Background: an optimization exercise with open tools, aiming at small area, a short achievable clock period and few clock cycles. Do not read the settings as production practice. The RTL was checked by simulation tests, not by an equivalence proof against the original design. No activity file was given, so power comes from the tool's default toggle rates.

## chip8_cpu
module chip8_cpu #(
  parameter int TICK_DIV = 64,
  parameter int STACK_DEPTH = 16
) (
  input wire clk,
  input wire reset,
  input wire mem_req_ready,
  input wire mem_rsp_valid,
  input wire chip8_bus_pkg::data_t mem_rdata,
  output logic mem_req_valid,
  output logic mem_req_write,
  output chip8_bus_pkg::addr_t mem_addr,
  output chip8_bus_pkg::data_t mem_wdata
);
Size: about 450 flip-flops, about 34 I/O pins, ~0.024 mm² of cells after synthesis.
export LEC_CHECK = 0
export ABC_AREA = 1
export ABC_CLOCK_PERIOD_IN_PS = 3000
export CAP_MARGIN = 20
export CORE_MARGIN = 2
export CORE_UTILIZATION = 55
export SETUP_SLACK_MARGIN = 5
export SLEW_MARGIN = 20
create_clock -name core_clock -period 10.0 [get_ports {clk}]
standard.sh (not shown) runs the stock make flow with config.mk's settings and CLKGATE_MAP_FILE= SYNTH_SCRIPT=/design/flow/synth_recipe.tcl, a recipe that flattens the netlist after the stock synthesis.
==> flow/flow/run.sh <==
#!/bin/bash
# the standard layout, with its timing repair aiming for a larger setup margin,
# plain buffers on the ports and cell sizing not held to the same footprint
set -euo pipefail
bash standard.sh SETUP_SLACK_MARGIN=6.5 MATCH_CELL_FOOTPRINT=0 "BUFFER_PORTS_ARGS=-buffer_cell sky130_fd_sc_hd__buf_4" finish > standard.log 2>&1
Testbench counts at the start, summed over its fixed seeds: cycles 560,864.
Next try:
==> flow/flow/run.sh (replaced) <==
#!/bin/bash
# the standard layout, with its timing repair aiming for a larger setup margin,
# plain buffers on the ports and cell sizing not held to the same footprint
set -euo pipefail
bash standard.sh SETUP_SLACK_MARGIN=6.2 MATCH_CELL_FOOTPRINT=0 "BUFFER_PORTS_ARGS=-buffer_cell sky130_fd_sc_hd__buf_4" finish > standard.log 2>&1
Settings changed: CORE_UTILIZATION 55 to 40.
After rerunning: The new run went through all stages and came out clean. Maximum frequency decreases by 5.3%. Cell area decreases by 1.0%. Area after synthesis is unchanged. First-iteration DRC count goes up by 0.88%.
Next try:
==> flow/flow/run.sh (replaced) <==
#!/bin/bash
# the standard layout, with its timing repair aiming for a larger setup margin,
# plain buffers on the ports and cell sizing not held to the same footprint
set -euo pipefail
bash standard.sh SETUP_SLACK_MARGIN=6.5 MATCH_CELL_FOOTPRINT=0 "BUFFER_PORTS_ARGS=-buffer_cell sky130_fd_sc_hd__buf_4" finish > standard.log 2>&1
=> Die area is unchanged; final area went up by 3.0%; worst setup slack gains 250 ps; sequential power hardly moves; global-route usage went up by 0.79 points.
Next try:
Settings changed: CORE_UTILIZATION 40 to 65.
After rerunning:
- The changed run produced a clean layout
- final cell count decreases by 9.7%
- setup slack gains 33 ps
- routed wire length decreases by 2.5%
- die area decreases by 38%
- via count increases by 5.1%
- combinational power is about the same
Next try:
==> flow/flow/run.sh (replaced) <==
#!/bin/bash
# the standard layout, with its timing repair aiming for a larger setup margin,
# plain buffers on the ports, cell sizing not held to the same footprint, and
# the floorplan's timing repair left to the later, placement-aware repairs
set -euo pipefail
bash standard.sh SETUP_SLACK_MARGIN=6.5 MATCH_CELL_FOOTPRINT=0 REMOVE_ABC_BUFFERS=1 "BUFFER_PORTS_ARGS=-buffer_cell sky130_fd_sc_hd__buf_4" finish > standard.log 2>&1
Settings changed: CORE_UTILIZATION 65 to 40, CTS_BUF_LIST from default to sky130_fd_sc_hd__clkbuf_8, CTS_CLUSTER_DIAMETER from default to 60.
=> Worst hold slack is better by 6.1 ps; final area came out higher slightly; flip-flop and latch count is unchanged.
Next try:
==> flow/flow/run.sh (replaced) <==
#!/bin/bash
# the standard layout, with its timing repair aiming for a larger setup margin,
# plain buffers on the ports and cell sizing not held to the same footprint
set -euo pipefail
bash standard.sh SETUP_SLACK_MARGIN=6.5 MATCH_CELL_FOOTPRINT=0 "BUFFER_PORTS_ARGS=-buffer_cell sky130_fd_sc_hd__buf_4" finish > standard.log 2>&1
Settings changed: CTS_BUF_LIST sky130_fd_sc_hd__clkbuf_8 to sky130_fd_sc_hd__clkbuf_4, CTS_CLUSTER_DIAMETER 60 to 40.
After rerunning: Utilization hardly moves. Final area stays flat. Count of clock-buffer cells in the layout rose by 80. Total power fell by 1.1%. Combinational power rose by about 2%. Worst setup slack improved by 26 ps. Sequential power fell by about 1%. Final cell count rose by 1.3%. Fmax rose by 0.72%. Routed wire length fell by 2.1%.

## afterwards: timing with drivers on the ports
The results above use ideal ports. As a check the final layouts listed here were re-extracted and re-timed, cells and wires unchanged. Step 1, drivers: a clkbuf_16 drives clk and a buf_2 each remaining input, both assumed. Step 2, shift: input delay + t, output delay - t, t = (earliest + latest rising clock arrival at the registers) / 2. This alone moves slack from input paths to output paths. Three values: ideal, step 1, step 2; two values: the first two.
run | shift t [ns] | slack for setup (ns) | worst slew at a driven data input, ns | cell pins on the clock port's net
the first run | 0.651 | 6.432 / 6.464 / 5.814 | 0.05 | 1
the second run | 0.665 | 6.234 / 6.234 / 5.628 | 0.08 | 1
the third run | 0.670 | 6.479 / 6.475 / 5.843 | 0.04 | 1
the fourth run | 0.660 | 6.513 / 6.537 / 5.882 | 0.05 | 1
the fifth run | 0.728 | 6.450 / 6.422 / 5.695 | 0.08 | 1
the sixth run | 0.946 | 6.475 / 6.421 / 5.625 | 0.04 | 1
After both steps every run listed still meets setup and hold. The setup slack of the sixth run, which loses most, moves by -0.054 ns with the drivers and by -0.850 ns with both steps.
